Context: an optimization exercise on an open-source flow, tuned for small area, a short achievable clock period and few clock cycles per item. The choices shown serve that exercise and are no tape-out recipe.
Power figures rest on the tool's default switching activity, not on a simulated workload.

==> run B <==
==> flow/design.v <==
package orq_pkg;
	localparam int MAX_ROWS      = 16;
	localparam int MAX_ROW_BYTES = 32;
	localparam int ROW_W         = $clog2(MAX_ROWS);
	localparam int COL_W         = $clog2(MAX_ROW_BYTES);
	localparam int LEN_W         = COL_W;
	localparam int STORE_DEPTH   = MAX_ROWS * MAX_ROW_BYTES;
	localparam int STORE_AW      = $clog2(STORE_DEPTH);
	localparam int BYTE_W        = 8;
	localparam int ROWS_CFG_W    = 5;
	localparam int BYTES_CFG_W   = 6;
	localparam int OCC_W         = 5;
	localparam int APB_AW        = 3;
	localparam int APB_DW        = 32;
	localparam int REG_IDX_LSB   = 2;
	localparam logic [ROWS_CFG_W-1:0]  ROWS_RESET  = ROWS_CFG_W'(16);
	localparam logic [BYTES_CFG_W-1:0] BYTES_RESET = BYTES_CFG_W'(32);
	localparam logic ST_IDLE = 1'b0;
	localparam logic ST_DEQ  = 1'b1;
	localparam logic OP_ENQ = 1'b0;
	localparam logic OP_DEQ = 1'b1;
	localparam logic REG_ROWS      = 1'b0;
	localparam logic REG_ROW_BYTES = 1'b1;
endpackage
module orq_ram #(
	parameter int WIDTH = 8,
	parameter int DEPTH = 16
) (
	input  logic                     clk,
	input  logic                     we,
	input  logic [$clog2(DEPTH)-1:0] waddr,
	input  logic [WIDTH-1:0]         wdata,
	input  logic                     re,
	input  logic [$clog2(DEPTH)-1:0] raddr,
	output logic [WIDTH-1:0]         rdata
);
	logic [WIDTH-1:0] mem [DEPTH];
	logic [WIDTH-1:0] rdata_q;
	always_ff @(posedge clk) begin
		if (we) begin
			mem[waddr] <= wdata;
		end
		if (re) begin
			rdata_q <= mem[raddr];
		end
	end
	assign rdata = rdata_q;
endmodule
import orq_pkg::*;
module overwrite_ring_queue_of_strings_unit (
	input  logic                        clk,
	input  logic                        arst_n,
	input  logic                        psel,
	input  logic                        penable,
	input  logic                        pwrite,
	input  logic [orq_pkg::APB_AW-1:0]  paddr,
	input  logic [orq_pkg::APB_DW-1:0]  pwdata,
	output logic [orq_pkg::APB_DW-1:0]  prdata,
	output logic                        pready,
	input  logic                        req_valid,
	output logic                        req_ready,
	input  logic                        req_op,
	input  logic [orq_pkg::BYTE_W-1:0]  req_in_byte,
	input  logic                        req_has_byte,
	input  logic                        req_is_last,
	output logic                        rsp_valid,
	input  logic                        rsp_ready,
	output logic [orq_pkg::BYTE_W-1:0]  rsp_out_byte,
	output logic                        rsp_byte_valid,
	output logic                        rsp_out_last,
	output logic                        rsp_was_empty,
	output logic [orq_pkg::OCC_W-1:0]   rsp_occupancy
);
	localparam int NCOL = MAX_ROW_BYTES - 1;    
	localparam int QD   = 4;                    
	localparam int QAW  = 2;
	function automatic logic [OCC_W-1:0] eff_rows(input logic [ROWS_CFG_W-1:0] cfg);
		logic [OCC_W-1:0] r;
		if (cfg == '0) begin
			r = OCC_W'(1);
		end else if (OCC_W'(cfg) > OCC_W'(MAX_ROWS)) begin
			r = OCC_W'(MAX_ROWS);
		end else begin
			r = OCC_W'(cfg);
		end
		eff_rows = r;
	endfunction
	function automatic logic [COL_W-1:0] eff_limit(input logic [BYTES_CFG_W-1:0] cfg);
		logic [BYTES_CFG_W-1:0] c;
		c = cfg;
		if (c < BYTES_CFG_W'(2)) begin
			c = BYTES_CFG_W'(2);
		end else if (c > BYTES_CFG_W'(MAX_ROW_BYTES)) begin
			c = BYTES_CFG_W'(MAX_ROW_BYTES);
		end
		eff_limit = COL_W'(c - BYTES_CFG_W'(1));
	endfunction
	function automatic logic [ROW_W-1:0] advance(input logic [ROW_W-1:0] idx,
		input logic [OCC_W-1:0] rows);
		logic [OCC_W:0] nxt;
		nxt = (OCC_W+1)'(idx) + (OCC_W+1)'(1);
		advance = (nxt >= (OCC_W+1)'(rows)) ? '0 : ROW_W'(nxt);
	endfunction
	logic [ROWS_CFG_W-1:0]  rows_cfg_q;
	logic [BYTES_CFG_W-1:0] bytes_cfg_q;
	logic                   reg_sel;
	assign pready  = 1'b1;
	assign reg_sel = paddr[REG_IDX_LSB];
	assign prdata  = reg_sel ? APB_DW'(bytes_cfg_q) : APB_DW'(rows_cfg_q);
	always_ff @(posedge clk or negedge arst_n) begin
		if (!arst_n) begin
			rows_cfg_q  <= ROWS_RESET;
			bytes_cfg_q <= BYTES_RESET;
		end else if (psel && penable && pwrite) begin
			if (reg_sel) bytes_cfg_q <= pwdata[BYTES_CFG_W-1:0];
			else         rows_cfg_q  <= pwdata[ROWS_CFG_W-1:0];
		end
	end
	logic [OCC_W-1:0] rows;
	logic [COL_W-1:0] limit;
	assign rows  = eff_rows(rows_cfg_q);
	assign limit = eff_limit(bytes_cfg_q);
	logic             m_v, s_v;
	logic             m_op, s_op, m_hb, s_hb, m_il, s_il;
	logic [BYTE_W-1:0] m_b, s_b;
	logic             acc, consume;
	assign req_ready = !s_v;
	assign acc       = req_valid && !s_v;
	always_ff @(posedge clk or negedge arst_n) begin
		if (!arst_n) begin
			m_v <= 1'b0;
			s_v <= 1'b0;
		end else begin
			if (consume) begin
				m_v <= s_v || acc;
				s_v <= 1'b0;
			end else if (acc) begin
				if (m_v) s_v <= 1'b1;
				else     m_v <= 1'b1;
			end
		end
	end
	always_ff @(posedge clk) begin
		if (consume || !m_v) begin
			if (s_v) begin
				m_op <= s_op;
				m_b  <= s_b;
				m_hb <= s_hb;
				m_il <= s_il;
			end else begin
				m_op <= req_op;
				m_b  <= req_in_byte;
				m_hb <= req_has_byte;
				m_il <= req_is_last;
			end
		end
		if (!s_v) begin
			s_op <= req_op;
			s_b  <= req_in_byte;
			s_hb <= req_has_byte;
			s_il <= req_is_last;
		end
	end
	logic [ROW_W-1:0] head_q, tail_q;
	logic [OCC_W-1:0] held_q;
	logic [COL_W-1:0] fill_q;
	logic [LEN_W-1:0] len_mem [MAX_ROWS];
	logic             act_v, act_rd, act_empty;
	logic [ROW_W-1:0] act_row;
	logic [MAX_ROWS-1:0] act_rowhot;
	logic [NCOL-1:0]  act_colhot;
	logic [COL_W-1:0] act_k, act_rem;
	logic [OCC_W-1:0] act_occ;
	logic             q_rd    [QD];
	logic             q_empty [QD];
	logic [ROW_W-1:0] q_row   [QD];
	logic [LEN_W-1:0] q_len   [QD];
	logic [OCC_W-1:0] q_occ   [QD];
	logic [QAW-1:0]   q_wp, q_rp;
	logic [QAW:0]     q_cnt;
	logic             is_enq, is_deq, do_write, hazard, push;
	logic [COL_W-1:0] fill_new;
	logic             e_rd, e_empty;
	logic [ROW_W-1:0] e_row;
	logic [LEN_W-1:0] e_len;
	logic [OCC_W-1:0] e_occ;
	assign is_enq   = m_v && (m_op == OP_ENQ);
	assign is_deq   = m_v && (m_op == OP_DEQ);
	assign do_write = is_enq && m_hb && (fill_q < limit);
	always_comb begin
		hazard = act_v && act_rd && (act_row == tail_q) && (fill_q >= act_k);
		for (int i = 0; i < QD; i++) begin
			if (QAW'(i) - q_rp < q_cnt[QAW-1:0] || q_cnt[QAW]) begin
				if (q_rd[i] && q_row[i] == tail_q) hazard = 1'b1;
			end
		end
		hazard = hazard && do_write;
	end
	assign consume  = m_v && !hazard && !(is_deq && q_cnt == (QAW+1)'(QD));
	assign fill_new = do_write ? fill_q + COL_W'(1) : fill_q;
	assign e_empty = (held_q == '0);
	assign e_row   = head_q;
	assign e_len   = len_mem[head_q];
	assign e_rd    = !e_empty && (e_len != '0);
	assign e_occ   = e_empty ? '0 : held_q - OCC_W'(1);
	assign push    = consume && is_deq;
	always_ff @(posedge clk or negedge arst_n) begin
		if (!arst_n) begin
			head_q <= '0;
			tail_q <= '0;
			held_q <= '0;
			fill_q <= '0;
		end else if (consume) begin
			if (m_op == OP_ENQ) begin
				if (m_il) begin
					if (held_q >= rows) begin
						head_q <= advance(head_q, rows);
						held_q <= rows;
					end else begin
						held_q <= held_q + OCC_W'(1);
					end
					tail_q <= advance(tail_q, rows);
					fill_q <= '0;
				end else begin
					fill_q <= fill_new;
				end
			end else if (!e_empty) begin
				held_q <= held_q - OCC_W'(1);
				head_q <= advance(head_q, rows);
			end
		end
	end
	always_ff @(posedge clk) begin
		if (consume && is_enq && m_il) begin
			len_mem[tail_q] <= (fill_new < limit) ? fill_new : limit;
		end
	end
	logic [MAX_ROWS-1:0]             wr_row_q;
	logic [COL_W-1:0]                wr_col_q;
	logic [BYTE_W-1:0]               wr_data_q;
	logic [MAX_ROWS-1:0][NCOL-1:0][BYTE_W-1:0] mem;
	always_ff @(posedge clk or negedge arst_n) begin
		if (!arst_n) begin
			wr_row_q <= '0;
		end else begin
			for (int r = 0; r < MAX_ROWS; r++) begin
				wr_row_q[r] <= consume && do_write && (tail_q == ROW_W'(r));
			end
		end
	end
	always_ff @(posedge clk) begin
		if (consume && do_write) begin
			wr_col_q  <= fill_q;
			wr_data_q <= m_b;
		end
	end
	always_ff @(posedge clk) begin
		for (int r = 0; r < MAX_ROWS; r++) begin
			for (int c = 0; c < NCOL; c++) begin
				if (wr_row_q[r] && wr_col_q == COL_W'(c)) begin
					mem[r][c] <= wr_data_q;
				end
			end
		end
	end
	logic [BYTE_W-1:0] rd_byte;
	always_comb begin
		logic [BYTE_W-1:0] rb;
		rd_byte = '0;
		for (int r = 0; r < MAX_ROWS; r++) begin
			rb = '0;
			for (int c = 0; c < NCOL; c++) begin
				rb = rb | (mem[r][c] & {BYTE_W{act_colhot[c]}});
			end
			rd_byte = rd_byte | (rb & {BYTE_W{act_rowhot[r]}});
		end
	end
	logic out_v;
	logic out_free, beat, beat_last, act_free;
	logic q_pop, q_push, load_from_q, load_from_e;
	assign out_free  = !out_v || rsp_ready;
	assign beat      = act_v && out_free;
	assign beat_last = !act_rd || (act_rem == COL_W'(1));
	assign act_free  = !act_v || (beat && beat_last);
	assign load_from_q = act_free && (q_cnt != '0);
	assign load_from_e = act_free && (q_cnt == '0) && push;
	assign q_pop       = load_from_q;
	assign q_push      = push && !load_from_e;
	always_ff @(posedge clk or negedge arst_n) begin
		if (!arst_n) begin
			act_v <= 1'b0;
			q_wp  <= '0;
			q_rp  <= '0;
			q_cnt <= '0;
			out_v <= 1'b0;
		end else begin
			if (load_from_q || load_from_e) act_v <= 1'b1;
			else if (act_free)              act_v <= 1'b0;
			if (q_push) q_wp <= q_wp + QAW'(1);
			if (q_pop)  q_rp <= q_rp + QAW'(1);
			q_cnt <= q_cnt + (QAW+1)'(q_push) - (QAW+1)'(q_pop);
			if (beat)          out_v <= 1'b1;
			else if (rsp_ready) out_v <= 1'b0;
		end
	end
	always_ff @(posedge clk) begin
		if (q_push) begin
			q_rd[q_wp]    <= e_rd;
			q_empty[q_wp] <= e_empty;
			q_row[q_wp]   <= e_row;
			q_len[q_wp]   <= e_len;
			q_occ[q_wp]   <= e_occ;
		end
		if (load_from_q) begin
			act_rd     <= q_rd[q_rp];
			act_empty  <= q_empty[q_rp];
			act_row    <= q_row[q_rp];
			act_rem    <= q_len[q_rp];
			act_occ    <= q_occ[q_rp];
			act_k      <= '0;
			act_colhot <= NCOL'(1);
			for (int r = 0; r < MAX_ROWS; r++) act_rowhot[r] <= (q_row[q_rp] == ROW_W'(r));
		end else if (load_from_e) begin
			act_rd     <= e_rd;
			act_empty  <= e_empty;
			act_row    <= e_row;
			act_rem    <= e_len;
			act_occ    <= e_occ;
			act_k      <= '0;
			act_colhot <= NCOL'(1);
			for (int r = 0; r < MAX_ROWS; r++) act_rowhot[r] <= (e_row == ROW_W'(r));
		end else if (beat) begin
			act_k      <= act_k + COL_W'(1);
			act_rem    <= act_rem - COL_W'(1);
			act_colhot <= {act_colhot[NCOL-2:0], 1'b0};
		end
	end
	logic [BYTE_W-1:0] out_byte_q;
	logic              out_bv_q, out_last_q, out_empty_q;
	logic [OCC_W-1:0]  out_occ_q;
	always_ff @(posedge clk) begin
		if (beat) begin
			out_byte_q  <= act_rd ? rd_byte : '0;
			out_bv_q    <= act_rd;
			out_last_q  <= beat_last;
			out_empty_q <= act_empty;
			out_occ_q   <= act_occ;
		end
	end
	assign rsp_valid      = out_v;
	assign rsp_out_byte   = out_byte_q;
	assign rsp_byte_valid = out_bv_q;
	assign rsp_out_last   = out_last_q;
	assign rsp_was_empty  = out_empty_q;
	assign rsp_occupancy  = out_occ_q;
endmodule
==> flow/run.sh <==
#!/bin/bash
# synth_recipe.tcl (not shown) runs the flow's synth.tcl, then flattens the netlist and writes it again
# the make line also repeats each setting of config.mk as NAME=value (left out here)
make -C /OpenROAD-flow-scripts/flow DESIGN_CONFIG=/design/flow/config.mk WORK_HOME=/design/flow/orfs CLKGATE_MAP_FILE= SYNTH_SCRIPT=/design/flow/synth_recipe.tcl finish
==> flow/config.mk <==
export PLATFORM = sky130hd
export DESIGN_NAME = overwrite_ring_queue_of_strings_unit
export DESIGN_NICKNAME = overwrite_ring_queue_of_strings_unit
export VERILOG_FILES = /design/flow/design.v
export SDC_FILE = /design/flow/constraint.sdc
export NUM_CORES = 4
export LEC_CHECK = 0
export CAP_MARGIN = 20
export CELL_PAD_IN_SITES_DETAIL_PLACEMENT = 1
export CELL_PAD_IN_SITES_GLOBAL_PLACEMENT = 2
export CORE_MARGIN = 2
export CORE_UTILIZATION = 28
export PLACE_DENSITY = 0.4
export SLEW_MARGIN = 20
==> flow/constraint.sdc <==
create_clock -name core_clock -period 8.0 [get_ports {clk}]
set_input_delay 1.6000 -clock core_clock [delete_from_list [all_inputs] [get_ports {clk}]]
set_output_delay 1.6000 -clock core_clock [all_outputs]
set_load 0.01 [all_outputs]
==> run A (differences from run B) <==
==> flow/design.v, changed modules only <==
module overwrite_ring_queue_of_strings_unit (
	input  logic                        clk,
	input  logic                        arst_n,
	input  logic                        psel,
	input  logic                        penable,
	input  logic                        pwrite,
	input  logic [orq_pkg::APB_AW-1:0]  paddr,
	input  logic [orq_pkg::APB_DW-1:0]  pwdata,
	output logic [orq_pkg::APB_DW-1:0]  prdata,
	output logic                        pready,
	input  logic                        req_valid,
	output logic                        req_ready,
	input  logic                        req_op,
	input  logic [orq_pkg::BYTE_W-1:0]  req_in_byte,
	input  logic                        req_has_byte,
	input  logic                        req_is_last,
	output logic                        rsp_valid,
	input  logic                        rsp_ready,
	output logic [orq_pkg::BYTE_W-1:0]  rsp_out_byte,
	output logic                        rsp_byte_valid,
	output logic                        rsp_out_last,
	output logic                        rsp_was_empty,
	output logic [orq_pkg::OCC_W-1:0]   rsp_occupancy
);
	localparam int NCOL = MAX_ROW_BYTES - 1;    
	localparam int QD   = 4;                    
	localparam int QAW  = 2;
	function automatic logic [OCC_W-1:0] eff_rows(input logic [ROWS_CFG_W-1:0] cfg);
		logic [OCC_W-1:0] r;
		if (cfg == '0) begin
			r = OCC_W'(1);
		end else if (OCC_W'(cfg) > OCC_W'(MAX_ROWS)) begin
			r = OCC_W'(MAX_ROWS);
		end else begin
			r = OCC_W'(cfg);
		end
		eff_rows = r;
	endfunction
	function automatic logic [COL_W-1:0] eff_limit(input logic [BYTES_CFG_W-1:0] cfg);
		logic [BYTES_CFG_W-1:0] c;
		c = cfg;
		if (c < BYTES_CFG_W'(2)) begin
			c = BYTES_CFG_W'(2);
		end else if (c > BYTES_CFG_W'(MAX_ROW_BYTES)) begin
			c = BYTES_CFG_W'(MAX_ROW_BYTES);
		end
		eff_limit = COL_W'(c - BYTES_CFG_W'(1));
	endfunction
	function automatic logic [ROW_W-1:0] advance(input logic [ROW_W-1:0] idx,
		input logic [OCC_W-1:0] rows);
		logic [OCC_W:0] nxt;
		nxt = (OCC_W+1)'(idx) + (OCC_W+1)'(1);
		advance = (nxt >= (OCC_W+1)'(rows)) ? '0 : ROW_W'(nxt);
	endfunction
	logic [ROWS_CFG_W-1:0]  rows_cfg_q;
	logic [BYTES_CFG_W-1:0] bytes_cfg_q;
	logic                   reg_sel;
	assign pready  = 1'b1;
	assign reg_sel = paddr[REG_IDX_LSB];
	assign prdata  = reg_sel ? APB_DW'(bytes_cfg_q) : APB_DW'(rows_cfg_q);
	logic [OCC_W-1:0] rows;
	logic [COL_W-1:0] limit;
	always_ff @(posedge clk or negedge arst_n) begin
		if (!arst_n) begin
			rows_cfg_q  <= ROWS_RESET;
			bytes_cfg_q <= BYTES_RESET;
			rows        <= eff_rows(ROWS_RESET);
			limit       <= eff_limit(BYTES_RESET);
		end else if (psel && penable && pwrite) begin
			if (reg_sel) begin
				bytes_cfg_q <= pwdata[BYTES_CFG_W-1:0];
				limit       <= eff_limit(pwdata[BYTES_CFG_W-1:0]);
			end else begin
				rows_cfg_q  <= pwdata[ROWS_CFG_W-1:0];
				rows        <= eff_rows(pwdata[ROWS_CFG_W-1:0]);
			end
		end
	end
	logic             m_v, s_v;
	logic             m_op, s_op, m_hb, s_hb, m_il, s_il;
	logic [BYTE_W-1:0] m_b, s_b;
	logic             acc, consume;
	assign req_ready = !s_v;
	assign acc       = req_valid && !s_v;
	always_ff @(posedge clk or negedge arst_n) begin
		if (!arst_n) begin
			m_v <= 1'b0;
			s_v <= 1'b0;
		end else begin
			if (consume) begin
				m_v <= s_v || acc;
				s_v <= 1'b0;
			end else if (acc) begin
				if (m_v) s_v <= 1'b1;
				else     m_v <= 1'b1;
			end
		end
	end
	always_ff @(posedge clk) begin
		if (consume || !m_v) begin
			if (s_v) begin
				m_op <= s_op;
				m_b  <= s_b;
				m_hb <= s_hb;
				m_il <= s_il;
			end else begin
				m_op <= req_op;
				m_b  <= req_in_byte;
				m_hb <= req_has_byte;
				m_il <= req_is_last;
			end
		end
		if (!s_v) begin
			s_op <= req_op;
			s_b  <= req_in_byte;
			s_hb <= req_has_byte;
			s_il <= req_is_last;
		end
	end
	logic [ROW_W-1:0] head_q, tail_q;
	logic [OCC_W-1:0] held_q;
	logic [COL_W-1:0] fill_q;
	logic [LEN_W-1:0] len_mem [MAX_ROWS];
	logic             act_v, act_rd, act_empty;
	logic [ROW_W-1:0] act_row;
	logic [MAX_ROWS-1:0] act_rowhot;
	logic [NCOL-1:0]  act_colhot;
	logic [COL_W-1:0] act_k, act_rem;
	logic [OCC_W-1:0] act_occ;
	logic             q_rd    [QD];
	logic             q_empty [QD];
	logic [ROW_W-1:0] q_row   [QD];
	logic [LEN_W-1:0] q_len   [QD];
	logic [OCC_W-1:0] q_occ   [QD];
	logic [QAW-1:0]   q_wp, q_rp;
	logic [QAW:0]     q_cnt;
	logic [QD-1:0]    q_val;
	logic             is_enq, is_deq, do_write, hazard, push;
	logic [COL_W-1:0] fill_new, len_new;
	logic             fill_lt;
	logic             e_rd, e_empty;
	logic [ROW_W-1:0] e_row;
	logic [LEN_W-1:0] e_len;
	logic [OCC_W-1:0] e_occ;
	assign is_enq   = m_v && (m_op == OP_ENQ);
	assign is_deq   = m_v && (m_op == OP_DEQ);
	assign fill_lt  = fill_q < limit;
	assign do_write = is_enq && m_hb && fill_lt;
	always_comb begin
		hazard = act_v && act_rd && (act_row == tail_q) && (fill_q >= act_k);
		for (int i = 0; i < QD; i++) begin
			if (q_val[i] && q_rd[i] && q_row[i] == tail_q) hazard = 1'b1;
		end
		hazard = hazard && do_write;
	end
	assign consume  = m_v && !hazard && !(is_deq && q_cnt == (QAW+1)'(QD));
	assign fill_new = do_write ? fill_q + COL_W'(1) : fill_q;
	assign len_new  = do_write ? fill_q + COL_W'(1) : (fill_lt ? fill_q : limit);
	assign e_empty = (held_q == '0);
	assign e_row   = head_q;
	assign e_len   = len_mem[head_q];
	assign e_rd    = !e_empty && (e_len != '0);
	assign e_occ   = e_empty ? '0 : held_q - OCC_W'(1);
	assign push    = consume && is_deq;
	always_ff @(posedge clk or negedge arst_n) begin
		if (!arst_n) begin
			head_q <= '0;
			tail_q <= '0;
			held_q <= '0;
			fill_q <= '0;
		end else if (consume) begin
			if (m_op == OP_ENQ) begin
				if (m_il) begin
					if (held_q >= rows) begin
						head_q <= advance(head_q, rows);
						held_q <= rows;
					end else begin
						held_q <= held_q + OCC_W'(1);
					end
					tail_q <= advance(tail_q, rows);
					fill_q <= '0;
				end else begin
					fill_q <= fill_new;
				end
			end else if (!e_empty) begin
				held_q <= held_q - OCC_W'(1);
				head_q <= advance(head_q, rows);
			end
		end
	end
	always_ff @(posedge clk) begin
		if (consume && is_enq && m_il) begin
			len_mem[tail_q] <= len_new;
		end
	end
	logic [MAX_ROWS-1:0]             wr_row_q;
	logic [NCOL-1:0]                 wr_colhot_q;
	logic [BYTE_W-1:0]               wr_data_q;
	logic [MAX_ROWS-1:0][NCOL-1:0][BYTE_W-1:0] mem;
	always_ff @(posedge clk or negedge arst_n) begin
		if (!arst_n) begin
			wr_row_q <= '0;
		end else begin
			for (int r = 0; r < MAX_ROWS; r++) begin
				wr_row_q[r] <= consume && do_write && (tail_q == ROW_W'(r));
			end
		end
	end
	always_ff @(posedge clk) begin
		if (consume && do_write) begin
			for (int c = 0; c < NCOL; c++) wr_colhot_q[c] <= (fill_q == COL_W'(c));
			wr_data_q <= m_b;
		end
	end
	always_ff @(posedge clk) begin
		for (int r = 0; r < MAX_ROWS; r++) begin
			for (int c = 0; c < NCOL; c++) begin
				if (wr_row_q[r] && wr_colhot_q[c]) begin
					mem[r][c] <= wr_data_q;
				end
			end
		end
	end
	logic [BYTE_W-1:0] rd_byte;
	always_comb begin
		logic [BYTE_W-1:0] rb;
		rd_byte = '0;
		for (int r = 0; r < MAX_ROWS; r++) begin
			rb = '0;
			for (int c = 0; c < NCOL; c++) begin
				rb = rb | (mem[r][c] & {BYTE_W{act_colhot[c]}});
			end
			rd_byte = rd_byte | (rb & {BYTE_W{act_rowhot[r]}});
		end
	end
	logic out_v;
	logic out_free, beat, beat_last, act_free;
	logic q_pop, q_push, load_from_q, load_from_e;
	assign out_free  = !out_v || rsp_ready;
	assign beat      = act_v && out_free;
	assign beat_last = !act_rd || (act_rem == COL_W'(1));
	assign act_free  = !act_v || (beat && beat_last);
	assign load_from_q = act_free && (q_cnt != '0);
	assign load_from_e = act_free && (q_cnt == '0) && push;
	assign q_pop       = load_from_q;
	assign q_push      = push && !load_from_e;
	always_ff @(posedge clk or negedge arst_n) begin
		if (!arst_n) begin
			act_v <= 1'b0;
			q_wp  <= '0;
			q_rp  <= '0;
			q_cnt <= '0;
			q_val <= '0;
			out_v <= 1'b0;
		end else begin
			if (load_from_q || load_from_e) act_v <= 1'b1;
			else if (act_free)              act_v <= 1'b0;
			if (q_push) q_wp <= q_wp + QAW'(1);
			if (q_pop)  q_rp <= q_rp + QAW'(1);
			q_cnt <= q_cnt + (QAW+1)'(q_push) - (QAW+1)'(q_pop);
			for (int i = 0; i < QD; i++) begin
				if (q_push && q_wp == QAW'(i))     q_val[i] <= 1'b1;
				else if (q_pop && q_rp == QAW'(i)) q_val[i] <= 1'b0;
			end
			if (beat)          out_v <= 1'b1;
			else if (rsp_ready) out_v <= 1'b0;
		end
	end
	always_ff @(posedge clk) begin
		if (q_push) begin
			q_rd[q_wp]    <= e_rd;
			q_empty[q_wp] <= e_empty;
			q_row[q_wp]   <= e_row;
			q_len[q_wp]   <= e_len;
			q_occ[q_wp]   <= e_occ;
		end
		if (load_from_q) begin
			act_rd     <= q_rd[q_rp];
			act_empty  <= q_empty[q_rp];
			act_row    <= q_row[q_rp];
			act_rem    <= q_len[q_rp];
			act_occ    <= q_occ[q_rp];
			act_k      <= '0;
			act_colhot <= NCOL'(1);
			for (int r = 0; r < MAX_ROWS; r++) act_rowhot[r] <= q_rd[q_rp] && (q_row[q_rp] == ROW_W'(r));
		end else if (load_from_e) begin
			act_rd     <= e_rd;
			act_empty  <= e_empty;
			act_row    <= e_row;
			act_rem    <= e_len;
			act_occ    <= e_occ;
			act_k      <= '0;
			act_colhot <= NCOL'(1);
			for (int r = 0; r < MAX_ROWS; r++) act_rowhot[r] <= e_rd && (e_row == ROW_W'(r));
		end else if (beat) begin
			act_k      <= act_k + COL_W'(1);
			act_rem    <= act_rem - COL_W'(1);
			act_colhot <= {act_colhot[NCOL-2:0], 1'b0};
		end
	end
	logic [BYTE_W-1:0] out_byte_q;
	logic              out_bv_q, out_last_q, out_empty_q;
	logic [OCC_W-1:0]  out_occ_q;
	always_ff @(posedge clk) begin
		if (beat) begin
			out_byte_q  <= rd_byte;
			out_bv_q    <= act_rd;
			out_last_q  <= beat_last;
			out_empty_q <= act_empty;
			out_occ_q   <= act_occ;
		end
	end
	assign rsp_valid      = out_v;
	assign rsp_out_byte   = out_byte_q;
	assign rsp_byte_valid = out_bv_q;
	assign rsp_out_last   = out_last_q;
	assign rsp_was_empty  = out_empty_q;
	assign rsp_occupancy  = out_occ_q;
endmodule
- ABC_CLOCK_PERIOD_IN_PS: not set -> 3500
- CORE_UTILIZATION: 28 -> 45
- CTS_CLUSTER_DIAMETER: not set -> 100
- CTS_CLUSTER_SIZE: not set -> 25
- PLACE_DENSITY: 0.4 -> 0.6
- SETUP_SLACK_MARGIN: not set -> 4.4
==> qor summary <==
Sequential share of cell area: run B 0.688; run A 0.748
Core occupancy in the finished layout: run B 0.332; run A 0.490
Insertion delay to the later sink of the worst-skew pair: run B 1.08 ns; run A 0.99 ns
Proportion of synthesized flip-flops having asynchronous set or reset: run B 0.0131; run A 0.0162
Crit Reg-Reg Startpoint: run B bytes_cfg_q[2]; run A act_colhot[24]
Routed length on met3: run B 36200 µm; run A 55800 µm
Top fanout value on the critical path: run B 16; run A 8
Inverter count of the layout excluding clock inverters: run B 43; run A 47
Clock edge transition at the registers on the reported setup and hold paths: run B 0.05 ns; run A 0.09 ns
Final weighted congestion of routability-driven global placement: run B 0.788; run A 0.842
Clock share of power: run B 0.392; run A 0.230
Layout multi-input combinational cell count: run B 3500; run A 3530
Result of the run: run B failed layout checks; run A no timing/DRC/antenna violations
Reasons for failing layout checks: run B antenna rules; run A -
Multiplexer area fraction after synthesis: run B 0.00980; run A 0.00887
Start point of the worst hold path: run B m_b[7]; run A m_b[6]
Global-route wire length before repair: run B 946000 µm; run A 813000 µm
Worst reg2reg path endpoint: run B len_mem[8][1]; run A out_byte_q[0]
Post-route non-filler standard cell count: run B 16.8k; run A 13.3k
Smallest setup slack after layout: run B 2.00 ns; run A 4.25 ns
Die Y-Extent: run B 755 µm; run A 599 µm
Final wirelength: run B 722000 µm; run A 610000 µm
Leakage power: run B 58.0 nW; run A 52.9 nW
WL per Instance: run B 43.1 µm; run A 45.8 µm
No run of this note included a check of the RTL's function; only the layout flow was run.

[separate check: timing with driven ports]
The results above use ideal ports. As a check the final layouts listed here were re-extracted and re-timed, cells and wires unchanged.
Step 1: set_driving_cell puts a clkbuf_16 on clk and a buf_2 on each other input, an assumption about the parent block.
Step 2 adds t to the input delays and takes it off the output delays; t is the mean of the earliest and latest rising clock arrival at the registers after step 1. Input paths then give back, and output paths get back, about the clock's delay inside the block.
a / b / c = ideal ports / drivers / drivers and shift; a / b = the first two.
run | t, ns | setup WS [ns] | latest minus earliest clock arrival (ns) | worst data-port slew with drivers (ns) | cell pins on the clock port's net
run B | 1.175 | 1.997 / 1.997 / 1.997 | 0.061 / 0.061 | 0.04 | 1
run A | 1.075 | 4.248 / 4.182 / 3.643 | 0.068 / 0.068 | 0.07 | 1
For run A, which loses most, drivers alone change the setup slack by -0.066 ns; drivers and shift together by -0.605 ns.
